This is an optimization exercise on Yosys and OpenROAD, whose aim is a short achievable clock period and few clock cycles per item, not a production implementation.
Power is estimated from default activity; no workload was simulated.

==> flow/design.v <==
package box_pkg;
  localparam int PX_W         = 8;
  localparam int WIN          = 3;
  localparam int LINE_BUFS    = WIN + 1;                 
  localparam int MAX_LINE_LEN = 16;
  localparam int LINE_ADDR_W  = $clog2( MAX_LINE_LEN );
  localparam int BUF_IDX_W    = $clog2( LINE_BUFS );
  localparam int SUM_W        = PX_W + 4;                
  typedef logic [PX_W - 1 : 0] px_t;
  typedef struct packed {
    px_t  tdata;
    logic tvalid;
    logic tlast;                                         
    logic tuser;                                         
  } stream_word_t;
  typedef struct packed {
    px_t [WIN - 1 : 0][WIN - 1 : 0] px;
    logic                           tvalid;
    logic                           tlast;
    logic                           tuser;
  } window_t;
  typedef struct packed {
    logic [SUM_W - 1 : 0] tdata;
    logic                 tvalid;
    logic                 tlast;
    logic                 tuser;
  } sum_word_t;
endpackage
`timescale 1ns/1ps
module box_filter_top
(
  input  logic         clk_i,
  input  logic         rst_i,
  input  box_pkg::stream_word_t video_i,
  output logic         video_ready_o,
  output box_pkg::sum_word_t    sum_o,
  input  logic         sum_ready_i
);
localparam int PX_W   = box_pkg::PX_W;                   
localparam int SUM_W  = box_pkg::SUM_W;                  
localparam int COL_W  = PX_W + 2;                        
localparam int NCOL   = box_pkg::MAX_LINE_LEN;
localparam int FIFO_D = 9;
logic              rdy_q;
logic              s0_v;
logic [PX_W - 1:0] s0_px;
logic              s0_last;
logic              s0_user;
assign video_ready_o = rdy_q;
always_ff @( posedge clk_i, posedge rst_i )
  if( rst_i )
    s0_v <= 1'b0;
  else
    s0_v <= video_i.tvalid && rdy_q;
always_ff @( posedge clk_i )
  begin
    s0_px   <= video_i.tdata;
    s0_last <= video_i.tlast;
    s0_user <= video_i.tuser;
  end
logic [NCOL - 1:0] col_q;                                
logic [1:0]        row_q;                                
logic [NCOL - 1:0] col_e;
logic [1:0]        row_e;
assign col_e = s0_user ? NCOL'( 1 ) : col_q;
assign row_e = s0_user ? 2'd0 : row_q;
always_ff @( posedge clk_i, posedge rst_i )
  if( rst_i )
    begin
      col_q <= NCOL'( 1 );
      row_q <= 2'd0;
    end
  else
    if( s0_v )
      begin
        if( s0_last )
          begin
            col_q <= NCOL'( 1 );
            row_q <= ( row_e == 2'd3 ) ? 2'd3 : row_e + 2'd1;
          end
        else
          begin
            col_q <= { col_e[NCOL - 2:0], 1'b0 };
            row_q <= row_e;
          end
      end
logic [PX_W - 1:0] la [NCOL];
logic [PX_W - 1:0] lb [NCOL];
logic [PX_W - 1:0] rd_a;
logic [PX_W - 1:0] rd_b;
always_comb
  begin
    rd_a = '0;
    rd_b = '0;
    for( int i = 0; i < NCOL; i++ )
      begin
        rd_a = rd_a | ( la[i] & { PX_W{ col_q[i] } } );
        rd_b = rd_b | ( lb[i] & { PX_W{ col_q[i] } } );
      end
  end
logic              s1_v;
logic              s1_win;                               
logic              s1_last;
logic              s1_first;
logic [NCOL - 1:0] s1_col;
logic [PX_W - 1:0] s1_px;
logic [PX_W - 1:0] s1_a;
logic [PX_W - 1:0] s1_b;
always_ff @( posedge clk_i, posedge rst_i )
  if( rst_i )
    begin
      s1_v   <= 1'b0;
      s1_win <= 1'b0;
    end
  else
    begin
      s1_v   <= s0_v;
      s1_win <= s0_v && row_e[1] && !col_e[0] && !col_e[1];
    end
always_ff @( posedge clk_i )
  begin
    s1_last  <= s0_last;
    s1_first <= ( row_e == 2'd2 ) && col_e[2];
    s1_col   <= col_e;
    s1_px    <= s0_px;
    s1_a     <= rd_a;
    s1_b     <= rd_b;
  end
for( genvar i = 0; i < NCOL; i++ )
  begin : g_col
    always_ff @( posedge clk_i )
      if( s1_v && s1_col[i] )
        begin
          la[i] <= s1_px;
          lb[i] <= s1_a;
        end
  end
logic              s2_v;
logic              s2_win;
logic              s2_last;
logic              s2_first;
logic [PX_W - 1:0] s2_s;                                 
logic [PX_W - 1:0] s2_c;
always_ff @( posedge clk_i, posedge rst_i )
  if( rst_i )
    begin
      s2_v   <= 1'b0;
      s2_win <= 1'b0;
    end
  else
    begin
      s2_v   <= s1_v;
      s2_win <= s1_win;
    end
always_ff @( posedge clk_i )
  begin
    s2_last  <= s1_last;
    s2_first <= s1_first;
    s2_s     <= s1_px ^ s1_a ^ s1_b;
    s2_c     <= ( s1_px & s1_a ) | ( s1_px & s1_b ) | ( s1_a & s1_b );
  end
logic       s3_v;
logic       s3_win;
logic       s3_last;
logic       s3_first;
logic [4:0] s3_lo;
logic       s3_k;                                        
logic [4:0] s3_hi0;                                      
logic [4:0] s3_hi1;                                      
always_ff @( posedge clk_i, posedge rst_i )
  if( rst_i )
    begin
      s3_v   <= 1'b0;
      s3_win <= 1'b0;
    end
  else
    begin
      s3_v   <= s2_v;
      s3_win <= s2_win;
    end
always_ff @( posedge clk_i )
  begin
    s3_last       <= s2_last;
    s3_first      <= s2_first;
    { s3_k, s3_lo } <= { 1'b0, s2_s[4:0] } + { 1'b0, s2_c[3:0], 1'b0 };
    s3_hi0        <= { 2'b0, s2_s[7:5] } + { 1'b0, s2_c[7:4] };
    s3_hi1        <= { 2'b0, s2_s[7:5] } + { 1'b0, s2_c[7:4] } + 5'd1;
  end
logic [COL_W - 1:0] col_0;                               
logic [COL_W - 1:0] col_1;                               
logic [COL_W - 1:0] col_2;
assign col_0 = { s3_k ? s3_hi1 : s3_hi0, s3_lo };
always_ff @( posedge clk_i )
  if( s3_v )
    begin
      col_1 <= col_0;
      col_2 <= col_1;
    end
logic               s4_win;
logic               s4_last;
logic               s4_first;
logic [COL_W - 1:0] s4_s;                                
logic [COL_W - 1:0] s4_c;
always_ff @( posedge clk_i, posedge rst_i )
  if( rst_i )
    s4_win <= 1'b0;
  else
    s4_win <= s3_win;
always_ff @( posedge clk_i )
  begin
    s4_last  <= s3_last;
    s4_first <= s3_first;
    s4_s     <= col_0 ^ col_1 ^ col_2;
    s4_c     <= ( col_0 & col_1 ) | ( col_0 & col_2 ) | ( col_1 & col_2 );
  end
logic       s5_win;
logic       s5_last;
logic       s5_first;
logic [5:0] s5_lo;
logic       s5_k;
logic [5:0] s5_hi0;
logic [5:0] s5_hi1;
always_ff @( posedge clk_i, posedge rst_i )
  if( rst_i )
    s5_win <= 1'b0;
  else
    s5_win <= s4_win;
always_ff @( posedge clk_i )
  begin
    s5_last       <= s4_last;
    s5_first      <= s4_first;
    { s5_k, s5_lo } <= { 1'b0, s4_s[5:0] } + { 1'b0, s4_c[4:0], 1'b0 };
    s5_hi0        <= { 2'b0, s4_s[9:6] } + { 1'b0, s4_c[9:5] };
    s5_hi1        <= { 2'b0, s4_s[9:6] } + { 1'b0, s4_c[9:5] } + 6'd1;
  end
logic [SUM_W - 1:0] s5_sum;
assign s5_sum = { s5_k ? s5_hi1 : s5_hi0, s5_lo };
logic [SUM_W + 1:0]  fifo [FIFO_D];
logic [FIFO_D - 1:0] fifo_v;                             
logic [FIFO_D - 1:0] wr_ptr;                             
logic [FIFO_D - 1:0] rd_ptr;                             
logic [FIFO_D - 1:0] rd_nx;                              
logic [SUM_W + 1:0]  wr_d;
logic                push;
logic                pop;
logic                fifo_low;                           
logic [SUM_W + 1:0]  keep_d;                             
logic [SUM_W + 1:0]  next_d;                             
logic                keep_v;
logic                next_v;
logic                out_v;
logic [SUM_W + 1:0]  out_d;
assign push  = s5_win;
assign wr_d  = { s5_sum, s5_last, s5_first };
assign rd_nx = { rd_ptr[FIFO_D - 2:0], rd_ptr[FIFO_D - 1] };
assign pop   = out_v && sum_ready_i;
always_comb
  begin
    keep_d   = '0;
    next_d   = '0;
    keep_v   = 1'b0;
    next_v   = 1'b0;
    fifo_low = 1'b1;
    for( int i = 0; i < FIFO_D; i++ )
      begin
        keep_d = keep_d | ( ( ( push && wr_ptr[i] ) ? wr_d : fifo[i] ) & { ( SUM_W + 2 ){ rd_ptr[i] } } );
        next_d = next_d | ( ( ( push && wr_ptr[i] ) ? wr_d : fifo[i] ) & { ( SUM_W + 2 ){ rd_nx[i] } } );
        keep_v = keep_v | ( rd_ptr[i] && ( fifo_v[i] || ( push && wr_ptr[i] ) ) );
        next_v = next_v | ( rd_nx[i] && ( fifo_v[i] || ( push && wr_ptr[i] ) ) );
        for( int j = i + 1; j < FIFO_D; j++ )
          fifo_low = fifo_low && !( fifo_v[i] && fifo_v[j] );
      end
  end
for( genvar i = 0; i < FIFO_D; i++ )
  begin : g_fifo
    always_ff @( posedge clk_i )
      if( push && wr_ptr[i] )
        fifo[i] <= wr_d;
    always_ff @( posedge clk_i, posedge rst_i )
      if( rst_i )
        fifo_v[i] <= 1'b0;
      else
        if( push && wr_ptr[i] )
          fifo_v[i] <= 1'b1;
        else
          if( pop && rd_ptr[i] )
            fifo_v[i] <= 1'b0;
  end
always_ff @( posedge clk_i, posedge rst_i )
  if( rst_i )
    begin
      wr_ptr <= FIFO_D'( 1 );
      rd_ptr <= FIFO_D'( 1 );
      out_v  <= 1'b0;
      rdy_q  <= 1'b0;
    end
  else
    begin
      if( push )
        wr_ptr <= { wr_ptr[FIFO_D - 2:0], wr_ptr[FIFO_D - 1] };
      if( pop )
        rd_ptr <= rd_nx;
      out_v <= pop ? next_v : keep_v;
      rdy_q <= fifo_low;
    end
always_ff @( posedge clk_i )
  out_d <= pop ? next_d : keep_d;
assign sum_o = { out_d[SUM_W + 1:2], out_v, out_d[1], out_d[0] };
endmodule
make LEC_CHECK=0 ABC_CLOCK_PERIOD_IN_PS=1300 CAP_MARGIN=20 CORE_MARGIN=2 CORE_UTILIZATION=60 CTS_CLUSTER_DIAMETER=100 CTS_CLUSTER_SIZE=30 SETUP_SLACK_MARGIN=1.7 SLEW_MARGIN=20 finish   # period 3.1 ns
run.sh (not shown) runs the stock make flow with config.mk's settings and CLKGATE_MAP_FILE= SYNTH_SCRIPT=/design/flow/synth_recipe.tcl, a recipe that flattens the netlist after the stock synthesis.
The first run ran to the end with no violations.
==> next run, changes <==
--- a/flow/design.v
+++ b/flow/design.v
@@ -238,50 +238,39 @@
 logic [SUM_W + 1:0]  fifo [FIFO_D];
 logic [FIFO_D - 1:0] fifo_v;                             
 logic [FIFO_D - 1:0] wr_ptr;                             
 logic [FIFO_D - 1:0] rd_ptr;                             
-logic [FIFO_D - 1:0] rd_nx;                              
-logic [SUM_W + 1:0]  wr_d;
-logic                push;
-logic                pop;
+logic [SUM_W + 1:0]  head;
+logic                fifo_ne;
 logic                fifo_low;                           
-logic [SUM_W + 1:0]  keep_d;                             
-logic [SUM_W + 1:0]  next_d;                             
-logic                keep_v;
-logic                next_v;
+logic                load;
+logic                pop;
 logic                out_v;
 logic [SUM_W + 1:0]  out_d;
-assign push  = s5_win;
-assign wr_d  = { s5_sum, s5_last, s5_first };
-assign rd_nx = { rd_ptr[FIFO_D - 2:0], rd_ptr[FIFO_D - 1] };
-assign pop   = out_v && sum_ready_i;
 always_comb
   begin
-    keep_d   = '0;
-    next_d   = '0;
-    keep_v   = 1'b0;
-    next_v   = 1'b0;
+    head     = '0;
     fifo_low = 1'b1;
     for( int i = 0; i < FIFO_D; i++ )
       begin
-        keep_d = keep_d | ( ( ( push && wr_ptr[i] ) ? wr_d : fifo[i] ) & { ( SUM_W + 2 ){ rd_ptr[i] } } );
-        next_d = next_d | ( ( ( push && wr_ptr[i] ) ? wr_d : fifo[i] ) & { ( SUM_W + 2 ){ rd_nx[i] } } );
-        keep_v = keep_v | ( rd_ptr[i] && ( fifo_v[i] || ( push && wr_ptr[i] ) ) );
-        next_v = next_v | ( rd_nx[i] && ( fifo_v[i] || ( push && wr_ptr[i] ) ) );
+        head = head | ( fifo[i] & { ( SUM_W + 2 ){ rd_ptr[i] } } );
         for( int j = i + 1; j < FIFO_D; j++ )
           fifo_low = fifo_low && !( fifo_v[i] && fifo_v[j] );
       end
   end
+assign fifo_ne = |fifo_v;                                
+assign load    = !out_v || sum_ready_i;
+assign pop     = load && fifo_ne;
 for( genvar i = 0; i < FIFO_D; i++ )
   begin : g_fifo
     always_ff @( posedge clk_i )
-      if( push && wr_ptr[i] )
-        fifo[i] <= wr_d;
+      if( s5_win && wr_ptr[i] )
+        fifo[i] <= { s5_sum, s5_last, s5_first };
     always_ff @( posedge clk_i, posedge rst_i )
       if( rst_i )
         fifo_v[i] <= 1'b0;
       else
-        if( push && wr_ptr[i] )
+        if( s5_win && wr_ptr[i] )
           fifo_v[i] <= 1'b1;
         else
           if( pop && rd_ptr[i] )
             fifo_v[i] <= 1'b0;
@@ -295,15 +284,17 @@
       rdy_q  <= 1'b0;
     end
   else
     begin
-      if( push )
+      if( s5_win )
         wr_ptr <= { wr_ptr[FIFO_D - 2:0], wr_ptr[FIFO_D - 1] };
       if( pop )
-        rd_ptr <= rd_nx;
-      out_v <= pop ? next_v : keep_v;
+        rd_ptr <= { rd_ptr[FIFO_D - 2:0], rd_ptr[FIFO_D - 1] };
+      if( load )
+        out_v <= fifo_ne;
       rdy_q <= fifo_low;
     end
 always_ff @( posedge clk_i )
-  out_d <= pop ? next_d : keep_d;
+  if( load )
+    out_d <= head;
 assign sum_o = { out_d[SUM_W + 1:2], out_v, out_d[1], out_d[0] };
 endmodule
Result: Wire length decreases by about a fifth; power goes down by about a fifth; final area decreases by a few percent; cell count decreases by about a fifth; synthesized cell count came out lower by a quarter to a third; global-route usage shrinks by 4.5 points; clock-buffer cell count rises by 1; core utilization went down by 0.93 points; sequential share of layout area is higher by 9.9 points; non-clock buffer count shrinks by 33.
No run of this note included a check of the RTL's function; only the layout flow was run.

[what the ideal ports hide]
How much do the figures lean on ideal ports? The routed layouts below were timed once more, with nothing changed but the port constraints. Step 1 (the two cells are an assumption about what drives the block):
set clk [get_ports {clk_i}]
set_driving_cell -lib_cell sky130_fd_sc_hd__clkbuf_16 $clk
set_driving_cell -lib_cell sky130_fd_sc_hd__buf_2 [delete_from_list [all_inputs] $clk]
Step 2 moves the port delays by t, midway between the first and last clock arrival at a register: inputs arrive t later, outputs are due t later. That takes back most of the time a late clock gives input paths. Slacks: ideal / step 1 / step 2; pairs: ideal / step 1.
| run | shift t [ns] | setup slack, ns | latest minus earliest clock arrival (ns) | worst register clock-pin slew, ns | worst slew at a driven data input, ns |
|---|---|---|---|---|---|
| the first run | 0.623 | 1.129 / 1.129 / 0.933 | 0.038 / 0.037 | 0.12 / 0.12 | 0.03 |
| the second run | 0.613 | 1.334 / 1.280 / 1.022 | 0.035 / 0.036 | 0.11 / 0.11 | 0.03 |
After both steps setup and hold are still met in every run listed. For the second run, which loses most, drivers alone change the setup slack by -0.054 ns; drivers and shift together by -0.312 ns.
